From an optimization exercise on the open Yosys and OpenROAD flow, aimed at small area, a short achievable clock period and few clock cycles per item; shortcuts taken in it are not production practice. In this exercise RTL edits were held to simulation tests only and were not proved equivalent to the original. Power and IR drop assume default switching activity.

==> flow/design.v (excerpt) <==
module gf_mul_top
#(
   parameter logic [31:0] FIELD_POLY = 32'h0000_008D
) (
   input  logic        clk,
   input  logic        rst,
   input  logic        wb_cyc_i,
   input  logic        wb_stb_i,
   input  logic        wb_we_i,
   input  logic [3:0]  wb_adr_i,
   input  logic [31:0] wb_dat_i,
   output logic        wb_ack_o,
   output logic [31:0] wb_dat_o
);
For scale: about 130 flip-flops, ~74 I/O pins.
clock: 3.0 ns
lec_check: 0
cap_margin: 20
core_margin: 2
core_utilization: 40
cts_cluster_diameter: 150
cts_cluster_size: 40
slew_margin: 20
standard.sh (not shown) runs the stock make flow with config.mk's settings and CLKGATE_MAP_FILE= SYNTH_SCRIPT=/design/flow/synth_recipe.tcl, a recipe that flattens the netlist after the stock synthesis.
==> flow/flow/run.sh <==
#!/bin/bash
# The standard layout, with the input and output port buffers made from plain buf cells
set -euo pipefail
bash standard.sh "BUFFER_PORTS_ARGS=-buffer_cell sky130_fd_sc_hd__buf_4" finish > make_finish.log 2>&1
The first run completed without violations.
Testbench counts at the start, summed over its fixed seeds: cycles 14,352, items 3,200.
Then changed:
==> flow/run.sh (new file) <==
#!/bin/bash
# synth_recipe.tcl (not shown) runs the flow's synth.tcl, then flattens the netlist and writes it again
# the make line also repeats each setting of config.mk as NAME=value (left out here)
make -C /OpenROAD-flow-scripts/flow DESIGN_CONFIG=/design/flow/config.mk WORK_HOME=/design/flow/orfs CLKGATE_MAP_FILE= SYNTH_SCRIPT=/design/flow/synth_recipe.tcl finish
Settings changed: CTS_CLUSTER_DIAMETER 150 to unset, CTS_CLUSTER_SIZE 40 to unset, SETUP_SLACK_MARGIN set to 0.7.
removed: flow/flow/run.sh
removed: flow/standard.sh
Worst hold slack improves by 80 ps.
Global-route usage goes up by 3.8 points.
Worst setup slack gets better by 150 ps.
Core utilization rose by 16 points.
Clock power falls by about 7%.
Count of clock-buffer cells in the layout decreases by 1.
Die area stays the same.
Register-to-register slack is better by 110 ps.
Wire length is higher by about 20%.
Then changed:
==> flow/flow/run.sh (new file) <==
#!/bin/bash
# The standard layout, with the input and output port buffers made from plain buf cells
set -euo pipefail
bash standard.sh "BUFFER_PORTS_ARGS=-buffer_cell sky130_fd_sc_hd__buf_4" finish > make_finish.log 2>&1
==> flow/standard.sh (new file) <==
#!/bin/bash
# synth_recipe.tcl (not shown) runs the flow's synth.tcl, then flattens the netlist and writes it again
# the make line also repeats each setting of config.mk as NAME=value (left out here)
make -C /OpenROAD-flow-scripts/flow DESIGN_CONFIG=/design/flow/config.mk WORK_HOME=/design/flow/orfs CLKGATE_MAP_FILE= SYNTH_SCRIPT=/design/flow/synth_recipe.tcl "${@:-finish}"
Settings changed: SETUP_SLACK_MARGIN 0.7 to 0.6.
removed: flow/run.sh
What happened: The new run completed without violations. Worst hold slack got worse by 81 ps. Register-to-register slack loses 90 ps. Clock-buffer cell count came out higher by 3. Cell area shrinks by 7.6%. Routed wire length increases by about 2.6%. Setup slack gets better by 11 ps. Power grows by 0.98%. Non-clock buffer count came out lower by 109. Critical path depth is unchanged.
Then changed:
Settings changed: SETUP_SLACK_MARGIN 0.6 to unset.
After rerunning: Clock power goes down by about 2%. Via count decreases by 12%. Clock skew is higher by 5.3 ps. Worst hold slack stays flat. Design area fell by about 20%. Setup slack is worse by 160 ps. Wire length went down by about 19%. Final cell count shrinks by 6.9%. Sequential cell count stays the same. Total power goes down by about 8%.


Setup of build 15:
gf_mul_top, a different RTL version from the one above (not shown whole).
Size in the first run: about 2500 cells after synthesis, roughly 74 I/O pins, roughly 17000 um^2 of cells after synthesis.
Settings: LEC_CHECK=0, CAP_MARGIN=0, CORE_MARGIN=2, CORE_UTILIZATION=55, SLEW_MARGIN=0; clock period 3.0 ns.
==> flow/flow/run.sh <==
#!/bin/bash
# The standard layout, with the input and output port buffers made from plain buf cells
set -euo pipefail
bash standard.sh "BUFFER_PORTS_ARGS=-buffer_cell sky130_fd_sc_hd__buf_4" finish > make_finish.log 2>&1
Testbench counts of build 15, summed over its fixed seeds: cycles 11,152, items 3,200.
#### Input delta (build 49 over build 15)
# build 15
export LEC_CHECK = 0
export CAP_MARGIN = 0
export CORE_MARGIN = 2
export CORE_UTILIZATION = 55
export SLEW_MARGIN = 0
create_clock -name core_clock -period 3.0 [get_ports {clk}]
# build 49
export LEC_CHECK = 0
export CAP_MARGIN = 20
export CORE_MARGIN = 2
export CORE_UTILIZATION = 40
export SETUP_SLACK_MARGIN = 0.45
export SLEW_MARGIN = 20
create_clock -name core_clock -period 3.0 [get_ports {clk}]
==> flow/flow/run.sh <==
#!/bin/bash
# The standard layout, with two changes: the input and output port buffers are made from
# plain buf cells, and a222oi (which the library has in one drive strength only, so timing
# repair cannot size it up) is added to the platform's don't-use list.
set -euo pipefail
DONT_USE="sky130_fd_sc_hd__probe_p_8 sky130_fd_sc_hd__probec_p_8 sky130_fd_sc_hd__lpflow_bleeder_1 sky130_fd_sc_hd__lpflow_clkbufkapwr_1 sky130_fd_sc_hd__lpflow_clkbufkapwr_16 sky130_fd_sc_hd__lpflow_clkbufkapwr_2 sky130_fd_sc_hd__lpflow_clkbufkapwr_4 sky130_fd_sc_hd__lpflow_clkbufkapwr_8 sky130_fd_sc_hd__lpflow_clkinvkapwr_1 sky130_fd_sc_hd__lpflow_clkinvkapwr_16 sky130_fd_sc_hd__lpflow_clkinvkapwr_2 sky130_fd_sc_hd__lpflow_clkinvkapwr_4 sky130_fd_sc_hd__lpflow_clkinvkapwr_8 sky130_fd_sc_hd__lpflow_decapkapwr_12 sky130_fd_sc_hd__lpflow_decapkapwr_3 sky130_fd_sc_hd__lpflow_decapkapwr_4 sky130_fd_sc_hd__lpflow_decapkapwr_6 sky130_fd_sc_hd__lpflow_decapkapwr_8 sky130_fd_sc_hd__lpflow_inputiso0n_1 sky130_fd_sc_hd__lpflow_inputiso0p_1 sky130_fd_sc_hd__lpflow_inputiso1n_1 sky130_fd_sc_hd__lpflow_inputiso1p_1 sky130_fd_sc_hd__lpflow_inputisolatch_1 sky130_fd_sc_hd__lpflow_isobufsrc_1 sky130_fd_sc_hd__lpflow_isobufsrc_16 sky130_fd_sc_hd__lpflow_isobufsrc_2 sky130_fd_sc_hd__lpflow_isobufsrc_4 sky130_fd_sc_hd__lpflow_isobufsrc_8 sky130_fd_sc_hd__lpflow_isobufsrckapwr_16 sky130_fd_sc_hd__lpflow_lsbuf_lh_hl_isowell_tap_1 sky130_fd_sc_hd__lpflow_lsbuf_lh_hl_isowell_tap_2 sky130_fd_sc_hd__lpflow_lsbuf_lh_hl_isowell_tap_4 sky130_fd_sc_hd__lpflow_lsbuf_lh_isowell_4 sky130_fd_sc_hd__lpflow_lsbuf_lh_isowell_tap_1 sky130_fd_sc_hd__lpflow_lsbuf_lh_isowell_tap_2 sky130_fd_sc_hd__lpflow_lsbuf_lh_isowell_tap_4 sky130_fd_sc_hd__a222oi_1"
bash standard.sh "BUFFER_PORTS_ARGS=-buffer_cell sky130_fd_sc_hd__buf_4" "DONT_USE_CELLS=$DONT_USE" finish > make_finish.log 2>&1
==> run summary <==
Build 15 finished all stages; the layout is clean.
Build 49 | status: complete | timing, DRC, antenna: pass
Looking at overall routed net length, build 49 sits 4.9 mm above build 15.
Compared with build 15, in build 49 die area moved up, combinational share of power picked up an extra 0.2 points, compound-cell area share of the yosys netlist now sits lower.
Build 15 has a lower layout filler cell count than build 49.
Final area in build 49 vs build 15: up about 7.5%
Diff build 15 -> build 49 | met1 layer wirelength in the final routing | up by a little under 10%
Summary of the comparison: fraction of layout cells with a size suffix above 1 is higher in build 49, relative to build 15.
The following lists how build 8 was set up differently from build 49:
# build 49
export LEC_CHECK = 0
export CAP_MARGIN = 20
export CORE_MARGIN = 2
export CORE_UTILIZATION = 40
export SETUP_SLACK_MARGIN = 0.45
export SLEW_MARGIN = 20
create_clock -name core_clock -period 3.0 [get_ports {clk}]
# build 8
export LEC_CHECK = 0
export CAP_MARGIN = 20
export CORE_MARGIN = 2
export CORE_UTILIZATION = 40
export SETUP_SLACK_MARGIN = 0.15
export SLEW_MARGIN = 20
create_clock -name core_clock -period 3.0 [get_ports {clk}]
==> flow/flow/run.sh <==
#!/bin/bash
# The standard layout, with the input and output port buffers made from plain buf cells
set -euo pipefail
bash standard.sh "BUFFER_PORTS_ARGS=-buffer_cell sky130_fd_sc_hd__buf_4" finish > make_finish.log 2>&1
[summary]
- Per the comparison of build 8 with build 49, area growth from synthesis to final layout decreased by 6.9 points relative to the old numbers, part of the power in combinational logic dropped 0.2 points, setup skew after layout flat.
- Compared to build 49, build 8 has overall power of the completed layout 5.2% lower.
- Compared to build 49, build 8 was floorplanned on a smaller die.

[separate check: timing with driven ports]
The flow's constraints put no driver on any port. The routed layouts listed below were extracted and timed again, unchanged, in two steps. Step 1 assumes that a clkbuf_16 drives the clock port and a buf_2 every other input. Step 2 adds t to the input delays and takes it off the output delays; t is the mean of the earliest and latest rising clock arrival at the registers after step 1. Input paths then give back, and output paths get back, about the clock's delay inside the block. a / b / c = ideal / step 1 / step 2; a / b = the first two.
| run | t (ns) | slack for setup (ns) | worst hold slack (ns) | worst setup path at the end | worst register clock-pin slew, ns |
|---|---|---|---|---|---|
| the first run of note 1 | 0.495 | 0.074 / 0.016 / 0.115 | 0.404 / 0.369 / 0.460 | input to output | 0.07 / 0.07 |
| the second run of note 1 | 0.483 | 0.224 / 0.175 / 0.099 | 0.485 / 0.485 / 0.485 | input to register | 0.07 / 0.07 |
| the third run of note 1 | 0.500 | 0.235 / 0.176 / 0.199 | 0.404 / 0.370 / 0.455 | input to output | 0.07 / 0.07 |
| the fourth run of note 1 | 0.495 | 0.074 / 0.016 / 0.115 | 0.404 / 0.369 / 0.460 | input to output | 0.07 / 0.07 |
| build 15 | 0.489 | 0.177 / 0.130 / 0.117 | 0.454 / 0.441 / 0.454 | input to register | 0.07 / 0.07 |
| build 49 | 0.493 | 0.350 / 0.301 / 0.026 | 0.446 / 0.419 / 0.456 | input to register | 0.07 / 0.07 |
| build 8 | 0.490 | 0.257 / 0.232 / 0.154 | 0.455 / 0.443 / 0.455 | input to register | 0.07 / 0.07 |
After both steps setup and hold are still met in every run listed. The setup slack of build 49, which loses most, moves by -0.049 ns with the drivers and by -0.324 ns with both steps.
